Background: an optimization exercise with open tools, aiming at small area, a short achievable clock period and few clock cycles per item. Do not read the settings as production practice. In this exercise RTL edits were held to simulation tests only and were not proved equivalent to the original. No activity file was given, so power comes from the tool's default toggle rates.

**flow/run.sh**
```bash
#!/bin/bash
# The standard layout (the standard.sh, unchanged synthesis), with
#  - a clock tree of mid-size buffers, clusters of up to 16 flip-flops and no
#    dummy balancing loads,
#  - plain buf_4 cells as the port buffers.
# Each tool's log is under orfs/logs; make's output goes to flow.log.
set -euo pipefail
MARGIN=${MARGIN:-6}
bash standard.sh SETUP_SLACK_MARGIN=$MARGIN \
  "CTS_ARGS=-sink_clustering_enable -repair_clock_nets -sink_clustering_size 16 -sink_clustering_max_diameter 60 -buf_list sky130_fd_sc_hd__clkbuf_8 -dont_use_dummy_load" \
  "BUFFER_PORTS_ARGS=-buffer_cell sky130_fd_sc_hd__buf_4" \
  finish > flow.log 2>&1
```
**standard.sh**
```bash
#!/bin/bash
# synth_recipe.tcl (not shown) runs the flow's synth.tcl, then flattens the netlist and writes it again
# the make line also repeats each setting of config.mk as NAME=value (left out here)
make -C /OpenROAD-flow-scripts/flow DESIGN_CONFIG=/design/flow/config.mk WORK_HOME=/design/flow/orfs CLKGATE_MAP_FILE= SYNTH_SCRIPT=/design/flow/synth_recipe.tcl "${@:-finish}"
```
**design.v**
```verilog
`timescale 1ns/10ps
package systolic_pkg;
    typedef logic signed [16-1:0]   data_t;
    typedef logic signed [8-1:0] weight_t;
    typedef logic signed [32-1:0]  accum_t;
    typedef logic [6-1:0]          wb_addr_t;
    typedef logic [32-1:0]          wb_data_t;
    typedef enum logic [2:0] {
        IDLE,
        CLEAR,
        FEED,
        DRAIN,
        DONE
    } seq_state_t;
endpackage
`timescale 1ns/10ps
module dot2_pp (
    input  logic [15:0] a0,
    input  logic [15:0] a1,
    input  logic [11:0] e0,
    input  logic [11:0] e1,
    output logic [61:0] pp
);
wire p0m0_one;
wire p0m0_two;
wire p0m0_neg;
wire p0m1_one;
wire p0m1_two;
wire p0m1_neg;
wire p0m2_one;
wire p0m2_two;
wire p0m2_neg;
wire p0m3_one;
wire p0m3_two;
wire p0m3_neg;
wire p1m0_one;
wire p1m0_two;
wire p1m0_neg;
wire p1m1_one;
wire p1m1_two;
wire p1m1_neg;
wire p1m2_one;
wire p1m2_two;
wire p1m2_neg;
wire p1m3_one;
wire p1m3_two;
wire p1m3_neg;
wire s1;
wire c2;
wire s3;
wire c4;
wire s5;
wire c6;
wire s7;
wire c8;
wire s9;
wire c10;
wire s11;
wire c12;
wire s13;
wire c14;
wire s15;
wire c16;
wire s17;
wire c18;
wire s19;
wire c20;
wire s21;
wire c22;
wire s23;
wire c24;
wire s25;
wire c26;
wire s27;
wire c28;
wire s29;
wire c30;
wire s31;
wire c32;
wire s33;
wire c34;
wire s35;
wire c36;
wire s37;
wire c38;
wire s39;
wire c40;
wire s41;
wire c42;
wire s43;
wire c44;
wire s45;
wire c46;
wire s47;
wire c48;
wire s49;
wire c50;
wire s51;
wire c52;
wire s53;
wire c54;
wire s55;
wire c56;
wire s57;
wire c58;
wire s59;
wire c60;
wire s61;
wire c62;
wire s63;
wire c64;
wire s65;
wire c66;
wire s67;
wire c68;
wire s69;
wire c70;
wire s71;
wire c72;
wire s73;
wire c74;
wire s75;
wire c76;
wire s77;
wire c78;
wire s79;
wire c80;
wire s81;
wire c82;
wire s83;
wire c84;
wire s85;
wire c86;
wire s87;
wire c88;
wire s89;
wire c90;
wire s91;
wire c92;
wire s93;
wire c94;
wire s95;
wire c96;
wire s97;
wire c98;
wire s99;
wire c100;
wire s101;
wire c102;
wire s103;
wire c104;
wire s105;
wire c106;
wire s107;
wire c108;
wire s109;
wire c110;
wire s111;
wire c112;
wire s113;
wire c114;
wire s115;
wire c116;
wire s117;
wire c118;
wire s119;
wire c120;
wire s121;
wire c122;
wire s123;
wire c124;
wire s125;
wire c126;
wire s127;
wire c128;
wire s129;
wire c130;
wire s131;
wire c132;
wire s133;
wire c134;
wire s135;
wire c136;
wire s137;
wire c138;
wire s139;
wire c140;
wire s141;
wire c142;
wire s143;
wire c144;
wire s145;
wire c146;
wire s147;
wire c148;
wire s149;
wire c150;
wire s151;
wire c152;
wire s153;
wire c154;
wire s155;
wire c156;
wire s157;
wire c158;
wire s159;
wire c160;
wire s161;
wire c162;
wire s163;
wire c164;
wire s165;
wire c166;
wire s167;
wire c168;
wire s169;
wire c170;
wire s171;
wire c172;
wire s173;
wire c174;
assign p0m0_one = e0[0];
assign p0m0_two = e0[1];
assign p0m0_neg = e0[2];
wire [16:0] p0m0_r;
assign p0m0_r[0] = ((p0m0_one & a0[0]) | (p0m0_two & 1'b0)) ^ p0m0_neg;
assign p0m0_r[1] = ((p0m0_one & a0[1]) | (p0m0_two & a0[0])) ^ p0m0_neg;
assign p0m0_r[2] = ((p0m0_one & a0[2]) | (p0m0_two & a0[1])) ^ p0m0_neg;
assign p0m0_r[3] = ((p0m0_one & a0[3]) | (p0m0_two & a0[2])) ^ p0m0_neg;
assign p0m0_r[4] = ((p0m0_one & a0[4]) | (p0m0_two & a0[3])) ^ p0m0_neg;
assign p0m0_r[5] = ((p0m0_one & a0[5]) | (p0m0_two & a0[4])) ^ p0m0_neg;
assign p0m0_r[6] = ((p0m0_one & a0[6]) | (p0m0_two & a0[5])) ^ p0m0_neg;
assign p0m0_r[7] = ((p0m0_one & a0[7]) | (p0m0_two & a0[6])) ^ p0m0_neg;
assign p0m0_r[8] = ((p0m0_one & a0[8]) | (p0m0_two & a0[7])) ^ p0m0_neg;
assign p0m0_r[9] = ((p0m0_one & a0[9]) | (p0m0_two & a0[8])) ^ p0m0_neg;
assign p0m0_r[10] = ((p0m0_one & a0[10]) | (p0m0_two & a0[9])) ^ p0m0_neg;
assign p0m0_r[11] = ((p0m0_one & a0[11]) | (p0m0_two & a0[10])) ^ p0m0_neg;
assign p0m0_r[12] = ((p0m0_one & a0[12]) | (p0m0_two & a0[11])) ^ p0m0_neg;
assign p0m0_r[13] = ((p0m0_one & a0[13]) | (p0m0_two & a0[12])) ^ p0m0_neg;
assign p0m0_r[14] = ((p0m0_one & a0[14]) | (p0m0_two & a0[13])) ^ p0m0_neg;
assign p0m0_r[15] = ((p0m0_one & a0[15]) | (p0m0_two & a0[14])) ^ p0m0_neg;
assign p0m0_r[16] = ((p0m0_one & a0[15]) | (p0m0_two & a0[15])) ^ p0m0_neg;
assign p0m1_one = e0[3];
assign p0m1_two = e0[4];
assign p0m1_neg = e0[5];
wire [16:0] p0m1_r;
assign p0m1_r[0] = ((p0m1_one & a0[0]) | (p0m1_two & 1'b0)) ^ p0m1_neg;
assign p0m1_r[1] = ((p0m1_one & a0[1]) | (p0m1_two & a0[0])) ^ p0m1_neg;
assign p0m1_r[2] = ((p0m1_one & a0[2]) | (p0m1_two & a0[1])) ^ p0m1_neg;
assign p0m1_r[3] = ((p0m1_one & a0[3]) | (p0m1_two & a0[2])) ^ p0m1_neg;
assign p0m1_r[4] = ((p0m1_one & a0[4]) | (p0m1_two & a0[3])) ^ p0m1_neg;
assign p0m1_r[5] = ((p0m1_one & a0[5]) | (p0m1_two & a0[4])) ^ p0m1_neg;
assign p0m1_r[6] = ((p0m1_one & a0[6]) | (p0m1_two & a0[5])) ^ p0m1_neg;
assign p0m1_r[7] = ((p0m1_one & a0[7]) | (p0m1_two & a0[6])) ^ p0m1_neg;
assign p0m1_r[8] = ((p0m1_one & a0[8]) | (p0m1_two & a0[7])) ^ p0m1_neg;
assign p0m1_r[9] = ((p0m1_one & a0[9]) | (p0m1_two & a0[8])) ^ p0m1_neg;
assign p0m1_r[10] = ((p0m1_one & a0[10]) | (p0m1_two & a0[9])) ^ p0m1_neg;
assign p0m1_r[11] = ((p0m1_one & a0[11]) | (p0m1_two & a0[10])) ^ p0m1_neg;
assign p0m1_r[12] = ((p0m1_one & a0[12]) | (p0m1_two & a0[11])) ^ p0m1_neg;
assign p0m1_r[13] = ((p0m1_one & a0[13]) | (p0m1_two & a0[12])) ^ p0m1_neg;
assign p0m1_r[14] = ((p0m1_one & a0[14]) | (p0m1_two & a0[13])) ^ p0m1_neg;
assign p0m1_r[15] = ((p0m1_one & a0[15]) | (p0m1_two & a0[14])) ^ p0m1_neg;
assign p0m1_r[16] = ((p0m1_one & a0[15]) | (p0m1_two & a0[15])) ^ p0m1_neg;
assign p0m2_one = e0[6];
assign p0m2_two = e0[7];
assign p0m2_neg = e0[8];
wire [16:0] p0m2_r;
assign p0m2_r[0] = ((p0m2_one & a0[0]) | (p0m2_two & 1'b0)) ^ p0m2_neg;
assign p0m2_r[1] = ((p0m2_one & a0[1]) | (p0m2_two & a0[0])) ^ p0m2_neg;
assign p0m2_r[2] = ((p0m2_one & a0[2]) | (p0m2_two & a0[1])) ^ p0m2_neg;
assign p0m2_r[3] = ((p0m2_one & a0[3]) | (p0m2_two & a0[2])) ^ p0m2_neg;
assign p0m2_r[4] = ((p0m2_one & a0[4]) | (p0m2_two & a0[3])) ^ p0m2_neg;
assign p0m2_r[5] = ((p0m2_one & a0[5]) | (p0m2_two & a0[4])) ^ p0m2_neg;
assign p0m2_r[6] = ((p0m2_one & a0[6]) | (p0m2_two & a0[5])) ^ p0m2_neg;
assign p0m2_r[7] = ((p0m2_one & a0[7]) | (p0m2_two & a0[6])) ^ p0m2_neg;
assign p0m2_r[8] = ((p0m2_one & a0[8]) | (p0m2_two & a0[7])) ^ p0m2_neg;
assign p0m2_r[9] = ((p0m2_one & a0[9]) | (p0m2_two & a0[8])) ^ p0m2_neg;
assign p0m2_r[10] = ((p0m2_one & a0[10]) | (p0m2_two & a0[9])) ^ p0m2_neg;
assign p0m2_r[11] = ((p0m2_one & a0[11]) | (p0m2_two & a0[10])) ^ p0m2_neg;
assign p0m2_r[12] = ((p0m2_one & a0[12]) | (p0m2_two & a0[11])) ^ p0m2_neg;
assign p0m2_r[13] = ((p0m2_one & a0[13]) | (p0m2_two & a0[12])) ^ p0m2_neg;
assign p0m2_r[14] = ((p0m2_one & a0[14]) | (p0m2_two & a0[13])) ^ p0m2_neg;
assign p0m2_r[15] = ((p0m2_one & a0[15]) | (p0m2_two & a0[14])) ^ p0m2_neg;
assign p0m2_r[16] = ((p0m2_one & a0[15]) | (p0m2_two & a0[15])) ^ p0m2_neg;
assign p0m3_one = e0[9];
assign p0m3_two = e0[10];
assign p0m3_neg = e0[11];
wire [16:0] p0m3_r;
assign p0m3_r[0] = ((p0m3_one & a0[0]) | (p0m3_two & 1'b0)) ^ p0m3_neg;
assign p0m3_r[1] = ((p0m3_one & a0[1]) | (p0m3_two & a0[0])) ^ p0m3_neg;
assign p0m3_r[2] = ((p0m3_one & a0[2]) | (p0m3_two & a0[1])) ^ p0m3_neg;
assign p0m3_r[3] = ((p0m3_one & a0[3]) | (p0m3_two & a0[2])) ^ p0m3_neg;
assign p0m3_r[4] = ((p0m3_one & a0[4]) | (p0m3_two & a0[3])) ^ p0m3_neg;
assign p0m3_r[5] = ((p0m3_one & a0[5]) | (p0m3_two & a0[4])) ^ p0m3_neg;
assign p0m3_r[6] = ((p0m3_one & a0[6]) | (p0m3_two & a0[5])) ^ p0m3_neg;
assign p0m3_r[7] = ((p0m3_one & a0[7]) | (p0m3_two & a0[6])) ^ p0m3_neg;
assign p0m3_r[8] = ((p0m3_one & a0[8]) | (p0m3_two & a0[7])) ^ p0m3_neg;
assign p0m3_r[9] = ((p0m3_one & a0[9]) | (p0m3_two & a0[8])) ^ p0m3_neg;
assign p0m3_r[10] = ((p0m3_one & a0[10]) | (p0m3_two & a0[9])) ^ p0m3_neg;
assign p0m3_r[11] = ((p0m3_one & a0[11]) | (p0m3_two & a0[10])) ^ p0m3_neg;
assign p0m3_r[12] = ((p0m3_one & a0[12]) | (p0m3_two & a0[11])) ^ p0m3_neg;
assign p0m3_r[13] = ((p0m3_one & a0[13]) | (p0m3_two & a0[12])) ^ p0m3_neg;
assign p0m3_r[14] = ((p0m3_one & a0[14]) | (p0m3_two & a0[13])) ^ p0m3_neg;
assign p0m3_r[15] = ((p0m3_one & a0[15]) | (p0m3_two & a0[14])) ^ p0m3_neg;
assign p0m3_r[16] = ((p0m3_one & a0[15]) | (p0m3_two & a0[15])) ^ p0m3_neg;
assign p1m0_one = e1[0];
assign p1m0_two = e1[1];
assign p1m0_neg = e1[2];
wire [16:0] p1m0_r;
assign p1m0_r[0] = ((p1m0_one & a1[0]) | (p1m0_two & 1'b0)) ^ p1m0_neg;
assign p1m0_r[1] = ((p1m0_one & a1[1]) | (p1m0_two & a1[0])) ^ p1m0_neg;
assign p1m0_r[2] = ((p1m0_one & a1[2]) | (p1m0_two & a1[1])) ^ p1m0_neg;
assign p1m0_r[3] = ((p1m0_one & a1[3]) | (p1m0_two & a1[2])) ^ p1m0_neg;
assign p1m0_r[4] = ((p1m0_one & a1[4]) | (p1m0_two & a1[3])) ^ p1m0_neg;
assign p1m0_r[5] = ((p1m0_one & a1[5]) | (p1m0_two & a1[4])) ^ p1m0_neg;
assign p1m0_r[6] = ((p1m0_one & a1[6]) | (p1m0_two & a1[5])) ^ p1m0_neg;
assign p1m0_r[7] = ((p1m0_one & a1[7]) | (p1m0_two & a1[6])) ^ p1m0_neg;
assign p1m0_r[8] = ((p1m0_one & a1[8]) | (p1m0_two & a1[7])) ^ p1m0_neg;
assign p1m0_r[9] = ((p1m0_one & a1[9]) | (p1m0_two & a1[8])) ^ p1m0_neg;
assign p1m0_r[10] = ((p1m0_one & a1[10]) | (p1m0_two & a1[9])) ^ p1m0_neg;
assign p1m0_r[11] = ((p1m0_one & a1[11]) | (p1m0_two & a1[10])) ^ p1m0_neg;
assign p1m0_r[12] = ((p1m0_one & a1[12]) | (p1m0_two & a1[11])) ^ p1m0_neg;
assign p1m0_r[13] = ((p1m0_one & a1[13]) | (p1m0_two & a1[12])) ^ p1m0_neg;
assign p1m0_r[14] = ((p1m0_one & a1[14]) | (p1m0_two & a1[13])) ^ p1m0_neg;
assign p1m0_r[15] = ((p1m0_one & a1[15]) | (p1m0_two & a1[14])) ^ p1m0_neg;
assign p1m0_r[16] = ((p1m0_one & a1[15]) | (p1m0_two & a1[15])) ^ p1m0_neg;
assign p1m1_one = e1[3];
assign p1m1_two = e1[4];
assign p1m1_neg = e1[5];
wire [16:0] p1m1_r;
assign p1m1_r[0] = ((p1m1_one & a1[0]) | (p1m1_two & 1'b0)) ^ p1m1_neg;
assign p1m1_r[1] = ((p1m1_one & a1[1]) | (p1m1_two & a1[0])) ^ p1m1_neg;
assign p1m1_r[2] = ((p1m1_one & a1[2]) | (p1m1_two & a1[1])) ^ p1m1_neg;
assign p1m1_r[3] = ((p1m1_one & a1[3]) | (p1m1_two & a1[2])) ^ p1m1_neg;
assign p1m1_r[4] = ((p1m1_one & a1[4]) | (p1m1_two & a1[3])) ^ p1m1_neg;
assign p1m1_r[5] = ((p1m1_one & a1[5]) | (p1m1_two & a1[4])) ^ p1m1_neg;
assign p1m1_r[6] = ((p1m1_one & a1[6]) | (p1m1_two & a1[5])) ^ p1m1_neg;
assign p1m1_r[7] = ((p1m1_one & a1[7]) | (p1m1_two & a1[6])) ^ p1m1_neg;
assign p1m1_r[8] = ((p1m1_one & a1[8]) | (p1m1_two & a1[7])) ^ p1m1_neg;
assign p1m1_r[9] = ((p1m1_one & a1[9]) | (p1m1_two & a1[8])) ^ p1m1_neg;
assign p1m1_r[10] = ((p1m1_one & a1[10]) | (p1m1_two & a1[9])) ^ p1m1_neg;
assign p1m1_r[11] = ((p1m1_one & a1[11]) | (p1m1_two & a1[10])) ^ p1m1_neg;
assign p1m1_r[12] = ((p1m1_one & a1[12]) | (p1m1_two & a1[11])) ^ p1m1_neg;
assign p1m1_r[13] = ((p1m1_one & a1[13]) | (p1m1_two & a1[12])) ^ p1m1_neg;
assign p1m1_r[14] = ((p1m1_one & a1[14]) | (p1m1_two & a1[13])) ^ p1m1_neg;
assign p1m1_r[15] = ((p1m1_one & a1[15]) | (p1m1_two & a1[14])) ^ p1m1_neg;
assign p1m1_r[16] = ((p1m1_one & a1[15]) | (p1m1_two & a1[15])) ^ p1m1_neg;
assign p1m2_one = e1[6];
assign p1m2_two = e1[7];
assign p1m2_neg = e1[8];
wire [16:0] p1m2_r;
assign p1m2_r[0] = ((p1m2_one & a1[0]) | (p1m2_two & 1'b0)) ^ p1m2_neg;
assign p1m2_r[1] = ((p1m2_one & a1[1]) | (p1m2_two & a1[0])) ^ p1m2_neg;
assign p1m2_r[2] = ((p1m2_one & a1[2]) | (p1m2_two & a1[1])) ^ p1m2_neg;
assign p1m2_r[3] = ((p1m2_one & a1[3]) | (p1m2_two & a1[2])) ^ p1m2_neg;
assign p1m2_r[4] = ((p1m2_one & a1[4]) | (p1m2_two & a1[3])) ^ p1m2_neg;
assign p1m2_r[5] = ((p1m2_one & a1[5]) | (p1m2_two & a1[4])) ^ p1m2_neg;
assign p1m2_r[6] = ((p1m2_one & a1[6]) | (p1m2_two & a1[5])) ^ p1m2_neg;
assign p1m2_r[7] = ((p1m2_one & a1[7]) | (p1m2_two & a1[6])) ^ p1m2_neg;
assign p1m2_r[8] = ((p1m2_one & a1[8]) | (p1m2_two & a1[7])) ^ p1m2_neg;
assign p1m2_r[9] = ((p1m2_one & a1[9]) | (p1m2_two & a1[8])) ^ p1m2_neg;
assign p1m2_r[10] = ((p1m2_one & a1[10]) | (p1m2_two & a1[9])) ^ p1m2_neg;
assign p1m2_r[11] = ((p1m2_one & a1[11]) | (p1m2_two & a1[10])) ^ p1m2_neg;
assign p1m2_r[12] = ((p1m2_one & a1[12]) | (p1m2_two & a1[11])) ^ p1m2_neg;
assign p1m2_r[13] = ((p1m2_one & a1[13]) | (p1m2_two & a1[12])) ^ p1m2_neg;
assign p1m2_r[14] = ((p1m2_one & a1[14]) | (p1m2_two & a1[13])) ^ p1m2_neg;
assign p1m2_r[15] = ((p1m2_one & a1[15]) | (p1m2_two & a1[14])) ^ p1m2_neg;
assign p1m2_r[16] = ((p1m2_one & a1[15]) | (p1m2_two & a1[15])) ^ p1m2_neg;
assign p1m3_one = e1[9];
assign p1m3_two = e1[10];
assign p1m3_neg = e1[11];
wire [16:0] p1m3_r;
assign p1m3_r[0] = ((p1m3_one & a1[0]) | (p1m3_two & 1'b0)) ^ p1m3_neg;
assign p1m3_r[1] = ((p1m3_one & a1[1]) | (p1m3_two & a1[0])) ^ p1m3_neg;
assign p1m3_r[2] = ((p1m3_one & a1[2]) | (p1m3_two & a1[1])) ^ p1m3_neg;
assign p1m3_r[3] = ((p1m3_one & a1[3]) | (p1m3_two & a1[2])) ^ p1m3_neg;
assign p1m3_r[4] = ((p1m3_one & a1[4]) | (p1m3_two & a1[3])) ^ p1m3_neg;
assign p1m3_r[5] = ((p1m3_one & a1[5]) | (p1m3_two & a1[4])) ^ p1m3_neg;
assign p1m3_r[6] = ((p1m3_one & a1[6]) | (p1m3_two & a1[5])) ^ p1m3_neg;
assign p1m3_r[7] = ((p1m3_one & a1[7]) | (p1m3_two & a1[6])) ^ p1m3_neg;
assign p1m3_r[8] = ((p1m3_one & a1[8]) | (p1m3_two & a1[7])) ^ p1m3_neg;
assign p1m3_r[9] = ((p1m3_one & a1[9]) | (p1m3_two & a1[8])) ^ p1m3_neg;
assign p1m3_r[10] = ((p1m3_one & a1[10]) | (p1m3_two & a1[9])) ^ p1m3_neg;
assign p1m3_r[11] = ((p1m3_one & a1[11]) | (p1m3_two & a1[10])) ^ p1m3_neg;
assign p1m3_r[12] = ((p1m3_one & a1[12]) | (p1m3_two & a1[11])) ^ p1m3_neg;
assign p1m3_r[13] = ((p1m3_one & a1[13]) | (p1m3_two & a1[12])) ^ p1m3_neg;
assign p1m3_r[14] = ((p1m3_one & a1[14]) | (p1m3_two & a1[13])) ^ p1m3_neg;
assign p1m3_r[15] = ((p1m3_one & a1[15]) | (p1m3_two & a1[14])) ^ p1m3_neg;
assign p1m3_r[16] = ((p1m3_one & a1[15]) | (p1m3_two & a1[15])) ^ p1m3_neg;
wire nx, na;
assign nx = p0m3_neg ^ p1m3_neg;
assign na = p0m3_neg & p1m3_neg;
assign s1 = p0m0_r[0] ^ p0m0_neg ^ p1m0_r[0];
assign c2 = (p0m0_r[0] & p0m0_neg) | (p0m0_r[0] & p1m0_r[0]) | (p0m0_neg & p1m0_r[0]);
assign s3 = p0m0_r[2] ^ p0m1_r[0] ^ p0m1_neg;
assign c4 = (p0m0_r[2] & p0m1_r[0]) | (p0m0_r[2] & p0m1_neg) | (p0m1_r[0] & p0m1_neg);
assign s5 = p1m0_r[2] ^ p1m1_r[0] ^ p1m1_neg;
assign c6 = (p1m0_r[2] & p1m1_r[0]) | (p1m0_r[2] & p1m1_neg) | (p1m1_r[0] & p1m1_neg);
assign s7 = p0m0_r[3] ^ p0m1_r[1] ^ p1m0_r[3];
assign c8 = (p0m0_r[3] & p0m1_r[1]) | (p0m0_r[3] & p1m0_r[3]) | (p0m1_r[1] & p1m0_r[3]);
assign s9 = p0m0_r[4] ^ p0m1_r[2] ^ p0m2_r[0];
assign c10 = (p0m0_r[4] & p0m1_r[2]) | (p0m0_r[4] & p0m2_r[0]) | (p0m1_r[2] & p0m2_r[0]);
assign s11 = p0m2_neg ^ p1m0_r[4] ^ p1m1_r[2];
assign c12 = (p0m2_neg & p1m0_r[4]) | (p0m2_neg & p1m1_r[2]) | (p1m0_r[4] & p1m1_r[2]);
assign s13 = p0m0_r[5] ^ p0m1_r[3] ^ p0m2_r[1];
assign c14 = (p0m0_r[5] & p0m1_r[3]) | (p0m0_r[5] & p0m2_r[1]) | (p0m1_r[3] & p0m2_r[1]);
assign s15 = p1m0_r[5] ^ p1m1_r[3] ^ p1m2_r[1];
assign c16 = (p1m0_r[5] & p1m1_r[3]) | (p1m0_r[5] & p1m2_r[1]) | (p1m1_r[3] & p1m2_r[1]);
assign s17 = p0m0_r[6] ^ p0m1_r[4] ^ p0m2_r[2];
assign c18 = (p0m0_r[6] & p0m1_r[4]) | (p0m0_r[6] & p0m2_r[2]) | (p0m1_r[4] & p0m2_r[2]);
assign s19 = p0m3_r[0] ^ p1m0_r[6] ^ p1m1_r[4];
assign c20 = (p0m3_r[0] & p1m0_r[6]) | (p0m3_r[0] & p1m1_r[4]) | (p1m0_r[6] & p1m1_r[4]);
assign s21 = p1m2_r[2] ^ p1m3_r[0] ^ nx;
assign c22 = (p1m2_r[2] & p1m3_r[0]) | (p1m2_r[2] & nx) | (p1m3_r[0] & nx);
assign s23 = p0m0_r[7] ^ p0m1_r[5] ^ p0m2_r[3];
assign c24 = (p0m0_r[7] & p0m1_r[5]) | (p0m0_r[7] & p0m2_r[3]) | (p0m1_r[5] & p0m2_r[3]);
assign s25 = p0m3_r[1] ^ p1m0_r[7] ^ p1m1_r[5];
assign c26 = (p0m3_r[1] & p1m0_r[7]) | (p0m3_r[1] & p1m1_r[5]) | (p1m0_r[7] & p1m1_r[5]);
assign s27 = p1m2_r[3] ^ p1m3_r[1] ^ na;
assign c28 = (p1m2_r[3] & p1m3_r[1]) | (p1m2_r[3] & na) | (p1m3_r[1] & na);
assign s29 = p0m0_r[8] ^ p0m1_r[6] ^ p0m2_r[4];
assign c30 = (p0m0_r[8] & p0m1_r[6]) | (p0m0_r[8] & p0m2_r[4]) | (p0m1_r[6] & p0m2_r[4]);
assign s31 = p0m3_r[2] ^ p1m0_r[8] ^ p1m1_r[6];
assign c32 = (p0m3_r[2] & p1m0_r[8]) | (p0m3_r[2] & p1m1_r[6]) | (p1m0_r[8] & p1m1_r[6]);
assign s33 = p0m0_r[9] ^ p0m1_r[7] ^ p0m2_r[5];
assign c34 = (p0m0_r[9] & p0m1_r[7]) | (p0m0_r[9] & p0m2_r[5]) | (p0m1_r[7] & p0m2_r[5]);
assign s35 = p0m3_r[3] ^ p1m0_r[9] ^ p1m1_r[7];
assign c36 = (p0m3_r[3] & p1m0_r[9]) | (p0m3_r[3] & p1m1_r[7]) | (p1m0_r[9] & p1m1_r[7]);
assign s37 = p0m0_r[10] ^ p0m1_r[8] ^ p0m2_r[6];
assign c38 = (p0m0_r[10] & p0m1_r[8]) | (p0m0_r[10] & p0m2_r[6]) | (p0m1_r[8] & p0m2_r[6]);
assign s39 = p0m3_r[4] ^ p1m0_r[10] ^ p1m1_r[8];
assign c40 = (p0m3_r[4] & p1m0_r[10]) | (p0m3_r[4] & p1m1_r[8]) | (p1m0_r[10] & p1m1_r[8]);
assign s41 = p0m0_r[11] ^ p0m1_r[9] ^ p0m2_r[7];
assign c42 = (p0m0_r[11] & p0m1_r[9]) | (p0m0_r[11] & p0m2_r[7]) | (p0m1_r[9] & p0m2_r[7]);
assign s43 = p0m3_r[5] ^ p1m0_r[11] ^ p1m1_r[9];
assign c44 = (p0m3_r[5] & p1m0_r[11]) | (p0m3_r[5] & p1m1_r[9]) | (p1m0_r[11] & p1m1_r[9]);
assign s45 = p0m0_r[12] ^ p0m1_r[10] ^ p0m2_r[8];
assign c46 = (p0m0_r[12] & p0m1_r[10]) | (p0m0_r[12] & p0m2_r[8]) | (p0m1_r[10] & p0m2_r[8]);
assign s47 = p0m3_r[6] ^ p1m0_r[12] ^ p1m1_r[10];
assign c48 = (p0m3_r[6] & p1m0_r[12]) | (p0m3_r[6] & p1m1_r[10]) | (p1m0_r[12] & p1m1_r[10]);
assign s49 = p0m0_r[13] ^ p0m1_r[11] ^ p0m2_r[9];
assign c50 = (p0m0_r[13] & p0m1_r[11]) | (p0m0_r[13] & p0m2_r[9]) | (p0m1_r[11] & p0m2_r[9]);
assign s51 = p0m3_r[7] ^ p1m0_r[13] ^ p1m1_r[11];
assign c52 = (p0m3_r[7] & p1m0_r[13]) | (p0m3_r[7] & p1m1_r[11]) | (p1m0_r[13] & p1m1_r[11]);
assign s53 = p0m0_r[14] ^ p0m1_r[12] ^ p0m2_r[10];
assign c54 = (p0m0_r[14] & p0m1_r[12]) | (p0m0_r[14] & p0m2_r[10]) | (p0m1_r[12] & p0m2_r[10]);
assign s55 = p0m3_r[8] ^ p1m0_r[14] ^ p1m1_r[12];
assign c56 = (p0m3_r[8] & p1m0_r[14]) | (p0m3_r[8] & p1m1_r[12]) | (p1m0_r[14] & p1m1_r[12]);
assign s57 = p0m0_r[15] ^ p0m1_r[13] ^ p0m2_r[11];
assign c58 = (p0m0_r[15] & p0m1_r[13]) | (p0m0_r[15] & p0m2_r[11]) | (p0m1_r[13] & p0m2_r[11]);
assign s59 = p0m3_r[9] ^ p1m0_r[15] ^ p1m1_r[13];
assign c60 = (p0m3_r[9] & p1m0_r[15]) | (p0m3_r[9] & p1m1_r[13]) | (p1m0_r[15] & p1m1_r[13]);
assign s61 = ~p0m0_r[16] ^ p0m1_r[14] ^ p0m2_r[12];
assign c62 = (~p0m0_r[16] & p0m1_r[14]) | (~p0m0_r[16] & p0m2_r[12]) | (p0m1_r[14] & p0m2_r[12]);
assign s63 = p0m3_r[10] ^ ~p1m0_r[16] ^ p1m1_r[14];
assign c64 = (p0m3_r[10] & ~p1m0_r[16]) | (p0m3_r[10] & p1m1_r[14]) | (~p1m0_r[16] & p1m1_r[14]);
assign s65 = p0m1_r[15] ^ p0m2_r[13] ^ p0m3_r[11];
assign c66 = (p0m1_r[15] & p0m2_r[13]) | (p0m1_r[15] & p0m3_r[11]) | (p0m2_r[13] & p0m3_r[11]);
assign s67 = p1m1_r[15] ^ p1m2_r[13] ^ p1m3_r[11];
assign c68 = (p1m1_r[15] & p1m2_r[13]) | (p1m1_r[15] & p1m3_r[11]) | (p1m2_r[13] & p1m3_r[11]);
assign s69 = ~p0m1_r[16] ^ p0m2_r[14] ^ p0m3_r[12];
assign c70 = (~p0m1_r[16] & p0m2_r[14]) | (~p0m1_r[16] & p0m3_r[12]) | (p0m2_r[14] & p0m3_r[12]);
assign s71 = ~p1m1_r[16] ^ p1m2_r[14] ^ p1m3_r[12];
assign c72 = (~p1m1_r[16] & p1m2_r[14]) | (~p1m1_r[16] & p1m3_r[12]) | (p1m2_r[14] & p1m3_r[12]);
assign s73 = p0m2_r[15] ^ p0m3_r[13] ^ p1m2_r[15];
assign c74 = (p0m2_r[15] & p0m3_r[13]) | (p0m2_r[15] & p1m2_r[15]) | (p0m3_r[13] & p1m2_r[15]);
assign s75 = ~p0m2_r[16] ^ p0m3_r[14] ^ ~p1m2_r[16];
assign c76 = (~p0m2_r[16] & p0m3_r[14]) | (~p0m2_r[16] & ~p1m2_r[16]) | (p0m3_r[14] & ~p1m2_r[16]);
assign s77 = ~p0m3_r[16] ^ ~p1m3_r[16] ^ 1'b1;
assign c78 = (~p0m3_r[16] & ~p1m3_r[16]) | (~p0m3_r[16] & 1'b1) | (~p1m3_r[16] & 1'b1);
assign s79 = p0m0_r[1] ^ p1m0_r[1] ^ c2;
assign c80 = (p0m0_r[1] & p1m0_r[1]) | (p0m0_r[1] & c2) | (p1m0_r[1] & c2);
assign s81 = p1m1_r[1] ^ c4 ^ c6;
assign c82 = (p1m1_r[1] & c4) | (p1m1_r[1] & c6) | (c4 & c6);
assign s83 = p1m2_r[0] ^ p1m2_neg ^ c8;
assign c84 = (p1m2_r[0] & p1m2_neg) | (p1m2_r[0] & c8) | (p1m2_neg & c8);
assign s85 = c10 ^ c12 ^ s13;
assign c86 = (c10 & c12) | (c10 & s13) | (c12 & s13);
assign s87 = c14 ^ c16 ^ s17;
assign c88 = (c14 & c16) | (c14 & s17) | (c16 & s17);
assign s89 = c18 ^ c20 ^ c22;
assign c90 = (c18 & c20) | (c18 & c22) | (c20 & c22);
assign s91 = s23 ^ s25 ^ s27;
assign c92 = (s23 & s25) | (s23 & s27) | (s25 & s27);
assign s93 = p1m2_r[4] ^ p1m3_r[2] ^ c24;
assign c94 = (p1m2_r[4] & p1m3_r[2]) | (p1m2_r[4] & c24) | (p1m3_r[2] & c24);
assign s95 = c26 ^ c28 ^ s29;
assign c96 = (c26 & c28) | (c26 & s29) | (c28 & s29);
assign s97 = p1m2_r[5] ^ p1m3_r[3] ^ c30;
assign c98 = (p1m2_r[5] & p1m3_r[3]) | (p1m2_r[5] & c30) | (p1m3_r[3] & c30);
assign s99 = c32 ^ s33 ^ s35;
assign c100 = (c32 & s33) | (c32 & s35) | (s33 & s35);
assign s101 = p1m2_r[6] ^ p1m3_r[4] ^ c34;
assign c102 = (p1m2_r[6] & p1m3_r[4]) | (p1m2_r[6] & c34) | (p1m3_r[4] & c34);
assign s103 = c36 ^ s37 ^ s39;
assign c104 = (c36 & s37) | (c36 & s39) | (s37 & s39);
assign s105 = p1m2_r[7] ^ p1m3_r[5] ^ c38;
assign c106 = (p1m2_r[7] & p1m3_r[5]) | (p1m2_r[7] & c38) | (p1m3_r[5] & c38);
assign s107 = c40 ^ s41 ^ s43;
assign c108 = (c40 & s41) | (c40 & s43) | (s41 & s43);
assign s109 = p1m2_r[8] ^ p1m3_r[6] ^ c42;
assign c110 = (p1m2_r[8] & p1m3_r[6]) | (p1m2_r[8] & c42) | (p1m3_r[6] & c42);
assign s111 = c44 ^ s45 ^ s47;
assign c112 = (c44 & s45) | (c44 & s47) | (s45 & s47);
assign s113 = p1m2_r[9] ^ p1m3_r[7] ^ c46;
assign c114 = (p1m2_r[9] & p1m3_r[7]) | (p1m2_r[9] & c46) | (p1m3_r[7] & c46);
assign s115 = c48 ^ s49 ^ s51;
assign c116 = (c48 & s49) | (c48 & s51) | (s49 & s51);
assign s117 = p1m2_r[10] ^ p1m3_r[8] ^ c50;
assign c118 = (p1m2_r[10] & p1m3_r[8]) | (p1m2_r[10] & c50) | (p1m3_r[8] & c50);
assign s119 = c52 ^ s53 ^ s55;
assign c120 = (c52 & s53) | (c52 & s55) | (s53 & s55);
assign s121 = p1m2_r[11] ^ p1m3_r[9] ^ c54;
assign c122 = (p1m2_r[11] & p1m3_r[9]) | (p1m2_r[11] & c54) | (p1m3_r[9] & c54);
assign s123 = c56 ^ s57 ^ s59;
assign c124 = (c56 & s57) | (c56 & s59) | (s57 & s59);
assign s125 = p1m2_r[12] ^ p1m3_r[10] ^ c58;
assign c126 = (p1m2_r[12] & p1m3_r[10]) | (p1m2_r[12] & c58) | (p1m3_r[10] & c58);
assign s127 = c60 ^ s61 ^ s63;
assign c128 = (c60 & s61) | (c60 & s63) | (s61 & s63);
assign s129 = 1'b1 ^ c62 ^ c64;
assign c130 = (1'b1 & c62) | (1'b1 & c64) | (c62 & c64);
assign s131 = 1'b1 ^ c66 ^ c68;
assign c132 = (1'b1 & c66) | (1'b1 & c68) | (c66 & c68);
assign s133 = p1m3_r[13] ^ c70 ^ c72;
assign c134 = (p1m3_r[13] & c70) | (p1m3_r[13] & c72) | (c70 & c72);
assign s135 = p1m3_r[14] ^ 1'b1 ^ c74;
assign c136 = (p1m3_r[14] & 1'b1) | (p1m3_r[14] & c74) | (1'b1 & c74);
assign s137 = p0m3_r[15] ^ p1m3_r[15] ^ c76;
assign c138 = (p0m3_r[15] & p1m3_r[15]) | (p0m3_r[15] & c76) | (p1m3_r[15] & c76);
assign s139 = s3 ^ s5 ^ c80;
assign c140 = (s3 & s5) | (s3 & c80) | (s5 & c80);
assign s141 = s9 ^ s11 ^ c82;
assign c142 = (s9 & s11) | (s9 & c82) | (s11 & c82);
assign s143 = s15 ^ c84 ^ s85;
assign c144 = (s15 & c84) | (s15 & s85) | (c84 & s85);
assign s145 = s19 ^ s21 ^ c86;
assign c146 = (s19 & s21) | (s19 & c86) | (s21 & c86);
assign s147 = c88 ^ s89 ^ s91;
assign c148 = (c88 & s89) | (c88 & s91) | (s89 & s91);
assign s149 = s31 ^ c90 ^ c92;
assign c150 = (s31 & c90) | (s31 & c92) | (c90 & c92);
assign s151 = c94 ^ c96 ^ s97;
assign c152 = (c94 & c96) | (c94 & s97) | (c96 & s97);
assign s153 = c98 ^ c100 ^ s101;
assign c154 = (c98 & c100) | (c98 & s101) | (c100 & s101);
assign s155 = c102 ^ c104 ^ s105;
assign c156 = (c102 & c104) | (c102 & s105) | (c104 & s105);
assign s157 = c106 ^ c108 ^ s109;
assign c158 = (c106 & c108) | (c106 & s109) | (c108 & s109);
assign s159 = c110 ^ c112 ^ s113;
assign c160 = (c110 & c112) | (c110 & s113) | (c112 & s113);
assign s161 = c114 ^ c116 ^ s117;
assign c162 = (c114 & c116) | (c114 & s117) | (c116 & s117);
assign s163 = c118 ^ c120 ^ s121;
assign c164 = (c118 & c120) | (c118 & s121) | (c120 & s121);
assign s165 = c122 ^ c124 ^ s125;
assign c166 = (c122 & c124) | (c122 & s125) | (c124 & s125);
assign s167 = s65 ^ s67 ^ c126;
assign c168 = (s65 & s67) | (s65 & c126) | (s67 & c126);
assign s169 = s69 ^ s71 ^ c130;
assign c170 = (s69 & s71) | (s69 & c130) | (s71 & c130);
assign s171 = s73 ^ c132 ^ s133;
assign c172 = (s73 & c132) | (s73 & s133) | (c132 & s133);
assign s173 = s75 ^ c134 ^ s135;
assign c174 = (s75 & c134) | (s75 & s135) | (c134 & s135);
assign pp[0] = p1m0_neg;
assign pp[1] = s1;
assign pp[2] = s79;
assign pp[3] = s139;
assign pp[4] = s7;
assign pp[5] = s81;
assign pp[6] = c140;
assign pp[7] = s83;
assign pp[8] = s141;
assign pp[9] = c142;
assign pp[10] = s143;
assign pp[11] = s87;
assign pp[12] = c144;
assign pp[13] = s145;
assign pp[14] = c146;
assign pp[15] = s147;
assign pp[16] = s93;
assign pp[17] = s95;
assign pp[18] = c148;
assign pp[19] = s149;
assign pp[20] = s99;
assign pp[21] = c150;
assign pp[22] = s151;
assign pp[23] = s103;
assign pp[24] = c152;
assign pp[25] = s153;
assign pp[26] = s107;
assign pp[27] = c154;
assign pp[28] = s155;
assign pp[29] = s111;
assign pp[30] = c156;
assign pp[31] = s157;
assign pp[32] = s115;
assign pp[33] = c158;
assign pp[34] = s159;
assign pp[35] = s119;
assign pp[36] = c160;
assign pp[37] = s161;
assign pp[38] = s123;
assign pp[39] = c162;
assign pp[40] = s163;
assign pp[41] = s127;
assign pp[42] = c164;
assign pp[43] = s165;
assign pp[44] = c128;
assign pp[45] = s129;
assign pp[46] = c166;
assign pp[47] = s167;
assign pp[48] = s131;
assign pp[49] = c168;
assign pp[50] = s169;
assign pp[51] = c170;
assign pp[52] = s171;
assign pp[53] = c172;
assign pp[54] = s173;
assign pp[55] = c136;
assign pp[56] = s137;
assign pp[57] = c174;
assign pp[58] = s77;
assign pp[59] = c138;
assign pp[60] = c78;
assign pp[61] = 1'b1;
endmodule
module dot2_fin (
    input  logic [61:0] pp,
    output logic [24:0] sum
);
logic [24:0] r0, r1;
wire s175;
wire c176;
wire s177;
wire c178;
wire s179;
wire c180;
wire s181;
wire c182;
wire s183;
wire c184;
wire s185;
wire c186;
wire s187;
wire c188;
wire s189;
wire c190;
wire s191;
wire c192;
wire s193;
wire c194;
wire s195;
wire c196;
wire s197;
wire c198;
wire s199;
wire c200;
wire s201;
wire c202;
wire s203;
wire c204;
wire s205;
wire c206;
wire s207;
wire c208;
wire s209;
wire c210;
wire s211;
wire c212;
wire s213;
wire c214;
wire s215;
wire c216;
wire s217;
wire c218;
wire s219;
wire c220;
wire s221;
wire c222;
wire s223;
wire c224;
wire s225;
wire c226;
wire s227;
wire c228;
wire s229;
wire c230;
wire s231;
wire c232;
wire s233;
wire c234;
wire s235;
wire c236;
assign s175 = pp[16] ^ pp[17];
assign c176 = pp[16] & pp[17];
assign s177 = pp[20] ^ pp[21];
assign c178 = pp[20] & pp[21];
assign s179 = pp[23] ^ pp[24];
assign c180 = pp[23] & pp[24];
assign s181 = pp[26] ^ pp[27];
assign c182 = pp[26] & pp[27];
assign s183 = pp[29] ^ pp[30];
assign c184 = pp[29] & pp[30];
assign s185 = pp[32] ^ pp[33];
assign c186 = pp[32] & pp[33];
assign s187 = pp[35] ^ pp[36];
assign c188 = pp[35] & pp[36];
assign s189 = pp[38] ^ pp[39];
assign c190 = pp[38] & pp[39];
assign s191 = pp[41] ^ pp[42];
assign c192 = pp[41] & pp[42];
assign s193 = pp[44] ^ pp[45] ^ pp[46];
assign c194 = (pp[44] & pp[45]) | (pp[44] & pp[46]) | (pp[45] & pp[46]);
assign s195 = pp[48] ^ pp[49];
assign c196 = pp[48] & pp[49];
assign s197 = pp[4] ^ pp[5];
assign c198 = pp[4] & pp[5];
assign s199 = pp[7] ^ pp[8];
assign c200 = pp[7] & pp[8];
assign s201 = pp[9] ^ pp[10];
assign c202 = pp[9] & pp[10];
assign s203 = pp[11] ^ pp[12] ^ pp[13];
assign c204 = (pp[11] & pp[12]) | (pp[11] & pp[13]) | (pp[12] & pp[13]);
assign s205 = pp[14] ^ pp[15];
assign c206 = pp[14] & pp[15];
assign s207 = pp[18] ^ pp[19] ^ s175;
assign c208 = (pp[18] & pp[19]) | (pp[18] & s175) | (pp[19] & s175);
assign s209 = pp[22] ^ c176 ^ s177;
assign c210 = (pp[22] & c176) | (pp[22] & s177) | (c176 & s177);
assign s211 = pp[25] ^ c178 ^ s179;
assign c212 = (pp[25] & c178) | (pp[25] & s179) | (c178 & s179);
assign s213 = pp[28] ^ c180 ^ s181;
assign c214 = (pp[28] & c180) | (pp[28] & s181) | (c180 & s181);
assign s215 = pp[31] ^ c182 ^ s183;
assign c216 = (pp[31] & c182) | (pp[31] & s183) | (c182 & s183);
assign s217 = pp[34] ^ c184 ^ s185;
assign c218 = (pp[34] & c184) | (pp[34] & s185) | (c184 & s185);
assign s219 = pp[37] ^ c186 ^ s187;
assign c220 = (pp[37] & c186) | (pp[37] & s187) | (c186 & s187);
assign s221 = pp[40] ^ c188 ^ s189;
assign c222 = (pp[40] & c188) | (pp[40] & s189) | (c188 & s189);
assign s223 = pp[43] ^ c190 ^ s191;
assign c224 = (pp[43] & c190) | (pp[43] & s191) | (c190 & s191);
assign s225 = pp[47] ^ c192 ^ s193;
assign c226 = (pp[47] & c192) | (pp[47] & s193) | (c192 & s193);
assign s227 = pp[50] ^ c194 ^ s195;
assign c228 = (pp[50] & c194) | (pp[50] & s195) | (c194 & s195);
assign s229 = pp[51] ^ pp[52] ^ c196;
assign c230 = (pp[51] & pp[52]) | (pp[51] & c196) | (pp[52] & c196);
assign s231 = pp[53] ^ pp[54];
assign c232 = pp[53] & pp[54];
assign s233 = pp[55] ^ pp[56] ^ pp[57];
assign c234 = (pp[55] & pp[56]) | (pp[55] & pp[57]) | (pp[56] & pp[57]);
assign s235 = pp[58] ^ pp[59];
assign c236 = pp[58] & pp[59];
assign r0[0] = pp[0];
assign r1[0] = pp[1];
assign r0[1] = pp[2];
assign r1[1] = 1'b0;
assign r0[2] = pp[3];
assign r1[2] = 1'b0;
assign r0[3] = pp[6];
assign r1[3] = s197;
assign r0[4] = c198;
assign r1[4] = s199;
assign r0[5] = c200;
assign r1[5] = s201;
assign r0[6] = c202;
assign r1[6] = s203;
assign r0[7] = c204;
assign r1[7] = s205;
assign r0[8] = c206;
assign r1[8] = s207;
assign r0[9] = c208;
assign r1[9] = s209;
assign r0[10] = c210;
assign r1[10] = s211;
assign r0[11] = c212;
assign r1[11] = s213;
assign r0[12] = c214;
assign r1[12] = s215;
assign r0[13] = c216;
assign r1[13] = s217;
assign r0[14] = c218;
assign r1[14] = s219;
assign r0[15] = c220;
assign r1[15] = s221;
assign r0[16] = c222;
assign r1[16] = s223;
assign r0[17] = c224;
assign r1[17] = s225;
assign r0[18] = c226;
assign r1[18] = s227;
assign r0[19] = c228;
assign r1[19] = s229;
assign r0[20] = c230;
assign r1[20] = s231;
assign r0[21] = c232;
assign r1[21] = s233;
assign r0[22] = c234;
assign r1[22] = s235;
assign r0[23] = pp[60];
assign r1[23] = c236;
assign r0[24] = pp[61];
assign r1[24] = 1'b0;
assign sum = r0 + r1;
endmodule
`timescale 1ns/10ps
module systolic_top (
    input  logic        clk,
    input  logic        rst_n,
    input  logic        wb_cyc,
    input  logic        wb_stb,
    input  logic        wb_we,
    input  logic [5:0]  wb_adr,
    input  logic [31:0] wb_dat_w,
    output logic [31:0] wb_dat_r,
    output logic        wb_ack
);
    logic [15:0] ax [2];
    logic [15:0] ay [2];
    logic [11:0] bu [2];
    logic [11:0] bv [2];
    logic [11:0] b_enc;
    logic [24:0] c_ring [4];
    logic        c_vld;
    logic        busy;
    logic        done;
    logic [1:0]  run_cnt;
    logic [1:0]  k;
    logic        k0_n, k1_n;
    logic        access;
    logic        wr_en;
    logic        start;
    logic [24:0] rd_d;
    logic [24:0] rd_q;
    assign access = wb_cyc && wb_stb && !wb_ack;
    assign wr_en  = access && wb_we && !busy;
    assign start  = wr_en && (wb_adr == 6'd8) && wb_dat_w[0];
    always_ff @(posedge clk or negedge rst_n) begin
        if (!rst_n) begin
            wb_ack <= 1'b0;
        end else begin
            wb_ack <= access;
        end
    end
    assign k0_n = ~k[0];
    assign k1_n = k[1] ^ k[0];
    logic wr_a, wr_b;
    assign wr_a = wr_en && (wb_adr[5:2] == 4'd0);
    assign wr_b = wr_en && (wb_adr[5:2] == 4'd1);
    function automatic logic [11:0] booth_enc(input logic [7:0] b);
        logic [8:0] x;
        x = {b, 1'b0};
        for (int m = 0; m < 4; m++) begin
            booth_enc[3*m]   = x[2*m+1] ^ x[2*m];
            booth_enc[3*m+1] = (x[2*m+2] & ~x[2*m+1] & ~x[2*m]) | (~x[2*m+2] & x[2*m+1] & x[2*m]);
            booth_enc[3*m+2] = x[2*m+2];
        end
    endfunction
    function automatic logic [7:0] booth_dec(input logic [11:0] e);
        for (int m = 0; m < 4; m++) begin
            booth_dec[2*m+1] = e[3*m+2];
            booth_dec[2*m]   = e[3*m] ^ ((m == 0) ? 1'b0 : e[3*m-1]);
        end
    endfunction
    assign b_enc = booth_enc(wb_dat_w[7:0]);
    for (genvar p = 0; p < 2; p++) begin : g_ring
        logic wa_x, wa_y, wb_u, wb_v;
        assign wa_x = wr_a && (wb_adr[1] == (1'(p) ^ k0_n)) && !wb_adr[0];
        assign wa_y = wr_a && (wb_adr[1] == (1'(p) ^ k0_n)) &&  wb_adr[0];
        assign wb_u = wr_b && (wb_adr[0] == (1'(p) ^ k1_n)) && !wb_adr[1];
        assign wb_v = wr_b && (wb_adr[0] == (1'(p) ^ k1_n)) &&  wb_adr[1];
        always_ff @(posedge clk or negedge rst_n) begin
            if (!rst_n) begin
                ax[p] <= '0;
                ay[p] <= '0;
                bu[p] <= '0;
                bv[p] <= '0;
            end else begin
                ax[p] <= wa_x ? wb_dat_w[15:0] : ax[1-p];
                ay[p] <= wa_y ? wb_dat_w[15:0] : ay[1-p];
                bu[p] <= wb_u ? b_enc : (k[0] ? bu[1-p] : bu[p]);
                bv[p] <= wb_v ? b_enc : (k[0] ? bv[1-p] : bv[p]);
            end
        end
    end
    always_ff @(posedge clk or negedge rst_n) begin
        if (!rst_n) begin
            busy    <= 1'b0;
            done    <= 1'b0;
            c_vld   <= 1'b0;
            run_cnt <= '0;
            k       <= '0;
        end else begin
            k <= k + 2'd1;
            if (start) begin
                busy    <= 1'b1;
                done    <= 1'b0;
                c_vld   <= 1'b1;
                run_cnt <= '0;
            end else if (busy) begin
                run_cnt <= run_cnt + 2'd1;
                if (run_cnt == 2'd2) begin
                    busy <= 1'b0;
                    done <= 1'b1;
                end
            end
        end
    end
    logic [61:0] pp;
    logic [61:0] pp_q;
    logic [24:0] sum;
    dot2_pp u_pp (
        .a0 (ax[0]),
        .a1 (ay[0]),
        .e0 (bu[0]),
        .e1 (bv[0]),
        .pp (pp)
    );
    always_ff @(posedge clk) begin
        pp_q <= pp;
    end
    dot2_fin u_fin (
        .pp  (pp_q),
        .sum (sum)
    );
    always_ff @(posedge clk) begin
        c_ring[0] <= (start || busy) ? sum : c_ring[3];
        c_ring[1] <= c_ring[0];
        c_ring[2] <= c_ring[1];
        c_ring[3] <= c_ring[2];
    end
    logic       hi_a, hi_b, hi_c;
    logic [1:0] sel_x, sel_y, sel_u, sel_v;
    logic [3:0] sel_c;
    logic       sel_s;
    assign hi_a  = wb_adr[5:2] == 4'd0;
    assign hi_b  = wb_adr[5:2] == 4'd1;
    assign hi_c  = (wb_adr[5:2] == 4'd3) && c_vld;
    assign sel_s = wb_adr == 6'd9;
    for (genvar p = 0; p < 2; p++) begin : g_rsel
        assign sel_x[p] = hi_a && !wb_adr[0] && (wb_adr[1] == (1'(p) ^ k[0]));
        assign sel_y[p] = hi_a &&  wb_adr[0] && (wb_adr[1] == (1'(p) ^ k[0]));
        assign sel_u[p] = hi_b && !wb_adr[1] && (wb_adr[0] == (1'(p) ^ k[1]));
        assign sel_v[p] = hi_b &&  wb_adr[1] && (wb_adr[0] == (1'(p) ^ k[1]));
    end
    for (genvar p = 0; p < 4; p++) begin : g_csel
        logic [1:0] q;
        assign q = k - 2'(p) - 2'd2;
        assign sel_c[p] = hi_c && (wb_adr[1:0] == {q[0], q[1]});
    end
    always_comb begin
        rd_d = {23'd0, sel_s && done, sel_s && busy};
        for (int p = 0; p < 2; p++) begin
            rd_d = rd_d
                 | ({25{sel_x[p]}} & {{9{ax[p][15]}}, ax[p]})
                 | ({25{sel_y[p]}} & {{9{ay[p][15]}}, ay[p]})
                 | ({25{sel_u[p]}} & {{17{bu[p][11]}}, booth_dec(bu[p])})
                 | ({25{sel_v[p]}} & {{17{bv[p][11]}}, booth_dec(bv[p])});
        end
        for (int p = 0; p < 4; p++) begin
            rd_d = rd_d | ({25{sel_c[p]}} & c_ring[p]);
        end
    end
    always_ff @(posedge clk) begin
        rd_q <= rd_d;
    end
    assign wb_dat_r = {{7{rd_q[24]}}, rd_q};
endmodule
```
**constraint.sdc**
```tcl
create_clock -name core_clock -period 9.0 [get_ports {clk}]
set_input_delay 1.8000 -clock core_clock [delete_from_list [all_inputs] [get_ports {clk}]]
set_output_delay 1.8000 -clock core_clock [all_outputs]
set_load 0.01 [all_outputs]
```
**config.mk**
```make
export PLATFORM = sky130hd
export DESIGN_NAME = systolic_top
export DESIGN_NICKNAME = systolic_top
export VERILOG_FILES = /design/flow/design.v
export SDC_FILE = /design/flow/constraint.sdc
export NUM_CORES = 4
export LEC_CHECK = 0
export ABC_AREA = 1
export CAP_MARGIN = 20
export CORE_MARGIN = 2
export CORE_UTILIZATION = 50
export SETUP_SLACK_MARGIN = 5
export SLEW_MARGIN = 20
```
==> results of run 1 <==
## sequential cells by signal, summed over array words and instances, names as in the netlist
name and flops:
c_vld 1, busy 1, ax 32, rd_q 25, done 1, k 2, ay 32, pp_q 61
bv 24, c_ring 100, run_cnt 2, bu 24, wb_ack 1
## timing repair
action	CTS	global route
pin swaps	2	2
resized for setup	45	53
gates cloned	4	0
hold buffers	0	0
setup buffers	28	36
endpoints found under the setup margin	182	172
## final timing paths
check / start / to / slack [ns] / depth (start not counted)
setup reg to reg: ay[0][6] / pp_q[15] / 6.04 / 8
hold / removal: c_ring[0][5] / c_ring[1][5] / 0.29 / 0
max in group asynchronous: rst_n / bv[0][11] / 6.33 / 2
hold reg to reg: c_ring[0][5] / c_ring[1][5] / 0.29 / 0
min in group asynchronous: rst_n / ay[1][9] / 1.36 / 1
setup / recovery: wb_adr[1] / rd_q[6] / 6.03 / 9
## power groups by stage
stage          sequential (uW)  clock [uW]  combinational (uW)
2_1_floorplan             1540           0                 530
3_3_place_gp              1560           0                 762
3_5_place_dp              1560           0                 772
4_1_cts                   1540         722                 785
5_1_grt                   1550         769                 906
6_report                  1540         702                 798
## cells by family (layout without fill, tap and decap cells)
kind of cell,after synthesis,in the layout,synth area share
buffers and inverters,421,485,0.0953
flip-flops,306,306,0.382
AO/OA/AOI/OAI,280,280,0.0892
multiplexers,1,1,0.000568
XOR/XNOR,158,158,0.0804
adder cells (fa/ha/maj),139,139,0.139
AND/OR/NAND/NOR,886,890,0.214
## worst register-to-register path, cell delays in order (launching register included)
cell and delay [ns]:
dfrtp_1 0.38, clkinv_1 0.39, o22ai_1 0.29, xor2_1 0.12
fa_1 0.52, inv_1 0.06, fa_1 0.50, inv_1 0.06
fa_1 0.48
## placed cells by master, fill, tap and decap left out, types with 2 or more instances in the layout
| cell | n |
|---|---|
| clkinv_1 | 15 |
| nand3_4 | 5 |
| nor2_1 | 100 |
| o22ai_1 | 125 |
| o21ai_0 | 121 |
| nor2_2 | 5 |
| nand3_1 | 252 |
| and2_1 | 3 |
| o21bai_1 | 2 |
| dfxtp_1 | 185 |
| fa_1 | 94 |
| a21oi_1 | 22 |
| clkbuf_8 | 27 |
| nand2_4 | 7 |
| nand2_2 | 2 |
| clkinv_2 | 3 |
| o21ai_1 | 4 |
| nor3_1 | 3 |
| inv_1 | 269 |
| ha_1 | 44 |
| xor2_1 | 144 |
| buf_4 | 126 |
| dfrtp_2 | 9 |
| a31oi_1 | 2 |
| inv_4 | 6 |
| nor2_4 | 6 |
| buf_12 | 8 |
| nand4_1 | 13 |
| or2_2 | 4 |
| dfrtp_1 | 111 |
| nand3b_1 | 5 |
| xnor2_1 | 10 |
| nand2_1 | 476 |
| nand3_2 | 5 |
| xnor2_4 | 2 |
| o211ai_1 | 3 |
| clkinvlp_4 | 28 |
## cell type report
cell class                      count  area (um^2)
Clock buffer                       27          372
Fill cell                        3235        15000
Inverter                          323         1340
Multi-Input combinational cell   1468         9480
Sequential cell                   306         6740
Tap cell                          455          569
Timing Repair Buffer              135         1120
## cell usage after synthesis, types with 2 or more instances
library cell and number:
xnor2_1 11, nand4_1 13, buf_4 17, nand2_2 3
clkinv_1 31, o21ai_0 125, nand3b_1 5, a21oi_1 22
xor2_2 2, nor3_1 4, dfxtp_1 186, fa_1 94
or2_2 4, xor2_1 144, and2_1 4, nand3_1 254
nor2_2 4, nor2_1 106, a31oi_1 2, buf_1 21
ha_1 45, clkbuf_1 32, o211ai_1 3, nand3_2 4
nand2_1 483, o22ai_1 125, inv_1 288, buf_2 28
inv_2 4, dfrtp_1 120, o21bai_1 2
## per-layer routing
layer | wire length, um | part of all wire
met1 | 23600 | 0.42
met2 | 25200 | 0.45
met3 | 4610 | 0.082
met4 | 2680 | 0.048
met5 | 0 | 0
## metrics by stage
stage | area [um^2] | util | std cells
global route | 19600 | 0.567 | 2714
global placement | 18300 | 0.529 | 2619
CTS | 19100 | 0.552 | 2678
detailed placement | 18300 | 0.529 | 2619
floorplan | 17700 | - | 2191
finish | 19600 | 0.567 | 2714
==> key figures, run 1 <==
Outcome
  • Outcome: timing/DRC/antenna clean

Yosys
  • EDFF count, synth: 0
  • Area contributors post-synth: dfxtp_1 (21%), dfrtp_1 (17%), fa_1 (11%)
  • Synth area leader: dfxtp_1
  • Post-Synthesis Cells: 2191
  • Ys async rst share: 0.392
  • Sequential cell area fraction in the yosys report: 0.382
  • Syn Area/Cell: 8.05 um^2
  • Synth cell types: 36
  • Post-Syn Nets: 2373
  • Yosys top cell area share: 0.211
  • Synth Flop Type: dfxtp_1
  • Synthesis Warnings: 11
  • Mapped Area: 17600 um^2
  • Synth Register Bits: 306

GRT
  • Antenna violations before repair: 0
  • Grt ovf: 0
  • All-Layer GR Usage: 0.309
  • Met1 Use GR: 0.426
  • First-pass GRT wire length: 86.3 mm
  • Most Used Layer, Global Route: met2
  • M3 GR Usage: 0.0484
  • Met2 usage: 0.486
  • Largest net degree at the start of global routing: 72
  • Vias in the first global route: 14.7k

Timing
  • Setup TNS Final: 0 ns
  • Worst hold margin: 0.295 ns
  • Worst setup margin: 6.03 ns
  • Final Cycle Share: 0.330
  • Final Hold Vio Count: 0
  • Crit path time final: 2.97 ns
  • RSZ-0062 raised after global routing: true
  • Slew HR: 0.367
  • Clock Skews: 0.0690 ns
  • Fmax: 0.337 GHz
  • Count of final setup violators: 0
  • Final Max Tran Viols: 0
  • Worst-margin pin slew: 0.950 ns

Pwr
  • Reg power frac: 0.506
  • Total power draw: 3040 uW
  • Psw: 1010 uW
  • Pleak: 0.00977 uW
  • Pint: 2030 uW
  • Comb power frac: 0.263
  • Sw frac: 0.332
  • PwrDens: 155 nW/um^2
  • Clock power share: 0.231
  • Max VDD drop: 0.000121 V

Floorplanning
  • Area of the die: 36800 um^2
  • I/O pin count: 76
  • Initial Util: 0.509
  • Die X: 192 um
  • Die Ht: 192 um
  • # rows: 68
  • Core Box Area: 34600 um^2

Place
  • Hpwl dp: 39.4 mm
  • GPL Wtd Cong: 0.968
  • Worst slack, placed: 4.80 ns
  • PortBufs: 59

Route
  • Post-DRT Antenna Nets: 0
  • Drt total wl: 56.2 mm
  • Via/cell ratio: 5.57
  • Drt drc: 0
  • Via Count: 15.1k
  • Starting DRT DRC Count: 1356
  • Pre-antenna DRT Iters: 5
  • Routed WL per cell: 20.7 um

Finish
  • ANT cells: 0
  • Layout cell share with drive strength beyond 1: 0.113
  • P&R area growth vs syn: 11.3%
  • Nets@finish: 2443

Min path
  • Hold Path Class: reg -> reg

Setup path
  • Most frequent CP cell: nand2_1
  • Crit Path Category: in -> reg
  • CP Cell Sequence: buf_4, xnor2_4, nand2_1, nor2_2, buf_4, nand2_1, nand2_1, nor2_1, nand3_1
  • Largest delay contributor family on the critical path: simple AND/OR/NAND/NOR gates
  • Max incr delay on CP: 0.33 ns
  • CP max stage cell: nor2_1
  • Worst setup EP type: flip-flop
  • WP data arrival: 3.40 ns
  • Critical Path RT: 9.43 ns
  • Worst-path fanout max: 25
  • Worst Path Buf+Inv: 2
  • Startpoint types: primary input

Clock tree
  • Clock buffer count from CTS: 27
  • Clk Latency, worst-skew pair: 0.59 ns
  • CTS tree: built
  • CTS root buf: clkbuf_8
  • # H-tree levels: 1
  • Clock Path Buffers: 3
  • Clock Sinks: 306
  • Clk slew on worst S/H paths: 0.10 ns

Run
  • Max_cap viols: 0
Testbench counts, summed over its fixed seeds: cycles 11,520, jobs 384.
==> run 2, diff against run 1 <==
--- a/config.mk
+++ b/config.mk
@@ -5,9 +5,8 @@
 export SDC_FILE = /design/flow/constraint.sdc
 export NUM_CORES = 4
 export LEC_CHECK = 0
-export ABC_AREA = 1
 export CAP_MARGIN = 20
 export CORE_MARGIN = 2
-export CORE_UTILIZATION = 50
+export CORE_UTILIZATION = 40
 export SETUP_SLACK_MARGIN = 5
 export SLEW_MARGIN = 20
==> run 2 against run 1 <==
  * Still clean on timing, DRC and antenna
  * Clock power increased by 2%
  * Count of clock-buffer cells in the layout increased by 1
  * Via count decreased by 19%
  * Critical path depth increased by 3
  * Routed wire length decreased by 14%
  * Global-route usage decreased by 8.9 points
  * First-iteration DRC count decreased by 26%
  * Sequential power increased by 15%
  * Worst hold slack improved by 0.051 ns
  * Die area increased by 19%
  * Clock skew decreased by 0.0066 ns
  * Critical endpoint is now c_ring[0][24]
==> key figures, run 2 <==
Yosys
  • Synthesis Warnings: 11 (unchanged)
  • Mapped Area: 16900 um^2 (-4.2%)
  • Ys async rst share: 0.392 (unchanged)
  • Area contributors post-synth: dfxtp_1 (22%), dfrtp_1 (18%), fa_1 (11%)
  • Synth Flop Type: dfxtp_1
  • Yosys top cell area share: 0.221 (+0.00932)
  • Synth area leader: dfxtp_1
  • Top cells by count, synth: dfxtp_1 (186), inv_1 (140), a22oi_1 (134), nand2_1 (123), dfrtp_1 (120)
  • Post-Synthesis Cells: 1647 (-25%)
  • Sequential cell area fraction in the yosys report: 0.398 (+0.0168)
  • Post-Syn Nets: 1829 (-23%)

Timing
  • Count of final setup violators: 0 (unchanged)
  • Slew HR: 0.386 (+0.0193)
  • Final Hold Vio Count: 0 (unchanged)
  • Crit path time final: 3.14 ns (+0.169 ns)
  • Setup TNS Final: 0 ns (unchanged)
  • Clock Skews: 0.0624 ns (-0.00662 ns)

Place
  • PortBufs: 59 (unchanged)
  • Hpwl dp: 32.6 mm (-17%)
  • Dpl cells: 2127 (-19%)

Floorplanning
  • # rows: 75 (+10%)
  • Die Ht: 209 um (+9.2%)
  • I/O pin count: 76 (unchanged)
  • Area of the die: 43900 um^2 (+19%)
  • Die X: 209 um (+9.2%)

Finish
  • P&R area growth vs syn: 13.4%
  • Biggest register: c_ring
  • ANT cells: 0 (unchanged)
  • Most common cell after layout, fill and taps aside: dfxtp_1
  • Biggest regs: c_ring: 100 flops, pp_q: 61 flops
  • Most frequent cells in the layout: dfxtp_1 (178), a22oi_1 (134), inv_1 (130)
  • Final non-filler cell total: 2205 (-19%)
  • Nets@finish: 1850 (-24%)
  • Layout cell share with drive strength beyond 1: 0.209 (+0.0966)

Min path
  • Hold Path Class: reg -> reg
  • Worst Hold Depth: 0 (unchanged)
  • Worst Hold End: c_ring[2][23]
  • Hold path start: c_ring[1][23]

Setup path
  • Flop-to-flop setup slack: 5.86 ns (-0.18 ns)
  • Worst setup EP type: flip-flop
  • Critical Path RT: 9.56 ns (+0.13 ns)
  • R2R Path Start: pp_q[44]
  • Max incr delay on CP: 0.51 ns (+0.18 ns)
  • Critical Path Source: pp_q[44]
  • WP data arrival: 3.70 ns (+0.30 ns)

Pwr
  • Pleak: 0.00791 uW (-19%)
  • Sw frac: 0.416 (+0.0836)
  • Reg power frac: 0.329 (-0.177)
  • Psw: 2240 uW (+120%)
  • Max VDD drop: 0.000222 V (+83%)
  • Comb power frac: 0.538 (+0.275)
  • PwrDens: 281 nW/um^2 (+81%)

GRT
  • Vias in the first global route: 12.6k (-14%)
  • Antenna violations before repair: 0 (unchanged)
  • All-Layer GR Usage: 0.220 (-0.0889)
  • Largest net degree at the start of global routing: 79 (+9.7%)

Clock tree
  • Clock Sinks: 306 (unchanged)
  • Clk slew on worst S/H paths: 0.10 ns (about the same)
  • CTS Hold Bufs: 0 (unchanged)
  • CTS tree: built
  • Clk Latency, worst-skew pair: 0.62 ns (+0.03 ns)
  • CTS root buf: clkbuf_8
  • Clock buffer count from CTS: 28 (+3.7%)

Route
  • Via/cell ratio: 5.56 (about the same)
  • Pre-antenna DRT Iters: 6 (+1)
  • Via Count: 12.3k (-19%)
  • Post-DRT Antenna Nets: 0 (unchanged)
  • Drt total wl: 48.1 mm (-14%)
  • Starting DRT DRC Count: 1003 (-26%)

Outcome
  • Outcome: timing/DRC/antenna clean

Run
  • Max_cap viols: 0 (unchanged)
run 2: changes by cell type after synthesis, moves of 42 or more:
cell,change
o21ai_0,-57
xnor2_1,+97
mux2i_1,+46
inv_1,-148
a22oi_1,+134
nor2_1,-53
xor2_1,-72
nand2_1,-360
clkbuf_1,+63
nand3_1,-238
mux2_2,+77
a21oi_1,+42
o22ai_1,-121
run 2: logic make-up (layout without fill, tap and decap cells):
| group | after synthesis | in the layout | synth area share |
|---|---|---|---|
| flip-flops | 306 | 306 | 0.398 |
| AO/OA/AOI/OAI | 365 | 366 | 0.148 |
| AND/OR/NAND/NOR | 252 | 254 | 0.0670 |
| adder cells (fa/ha/maj) | 139 | 139 | 0.145 |
| XOR/XNOR | 180 | 180 | 0.0934 |
| multiplexers | 127 | 127 | 0.0832 |
| buffers and inverters | 278 | 294 | 0.0654 |
run 2: timing repair:
action,4_1_cts,5_1_grt
endpoints found under the setup margin,166,121
pin swaps,42,24
buffers inserted,37,8
cloned,4,1
gates resized for setup,85,39
run 2: final cells by class:
class                   instances  area, um^2
clock buffers                  28         385
fillers                      3865       22600
inverters                     140         526
multi-input cells            1066        9700
flip-flops and latches        306        6750
well taps                     539         674
repair buffers                126        1110
run 2: layer usage:
metal / wire length (um) / GRT usage / up-vias
met3: 3070 / 0.0353 / 86
met2: 22600 / 0.362 / 432
li1: - / - / 5615
met5: 0 / 0 / -
met4: 1610 / 0.0734 / 0
met1: 20800 / 0.298 / 6131
run 2: worst max-delay path by stage:
stage,end,cells after the start
after detailed placement,ax[0][7],6
after global routing,c_ring[0][24],12
after floorplan,rd_q[15],8
after CTS,c_ring[0][24],12
final,c_ring[0][24],12
after global placement,ax[0][12],6
run 2: critical path: cells and delay by family, from the launching register on:
kind / cells / cell delay, ns
flip-flops: 1 / 0.32
buffers and inverters: 2 / 0.08
AO/OA/AOI/OAI: 7 / 1.49
adder cells (fa/ha/maj): 3 / 1.24
run 2: power groups by stage:
stage	combinational, uW	clock (uW)	sequential, uW
finish	2890	717	1770
detailed placement	2440	0	1780
global route	3160	787	1790
CTS	2770	744	1760
floorplan	1730	0	1710
global placement	2410	0	1780
run 2: per-stage QoR:
| step | utilization | total power [uW] | hold slack, ns | setup WS [ns] | cell area [um^2] |
|---|---|---|---|---|---|
| 4_1_cts | 0.453 | 5270 | 0.349 | 5.86 | 18900 |
| 5_1_grt | 0.459 | 5740 | 0.360 | 5.75 | 19100 |
| 3_3_place_gp | 0.425 | 4180 | 0.332 | 4.39 | 17800 |
| 2_1_floorplan | - | 3440 | 0.330 | 5.49 | 17200 |
| 3_5_place_dp | 0.425 | 4230 | 0.335 | 4.41 | 17800 |
| 6_report | 0.459 | 5380 | 0.346 | 5.86 | 19100 |

separate check: timing with driven ports:
In the flow no input, the clock included, has a driving cell. The finished layouts below were timed again as built, in two steps.
Step 1 assumes that a clkbuf_16 drives the clock port and a buf_2 every other input.
Step 2 also shifts input and output timing later by t, the mid clock arrival at the registers, as if the neighbouring blocks saw the same clock.
Slacks: ideal / step 1 / step 2; pairs: ideal / step 1.
| run | t, ns | slack for setup (ns) |
|---|---|---|
| run 1 | 0.601 | 6.032 / 6.036 / 5.449 |
| run 2 | 0.635 | 5.863 / 5.863 / 5.314 |
After both steps setup and hold are still met in every run listed.
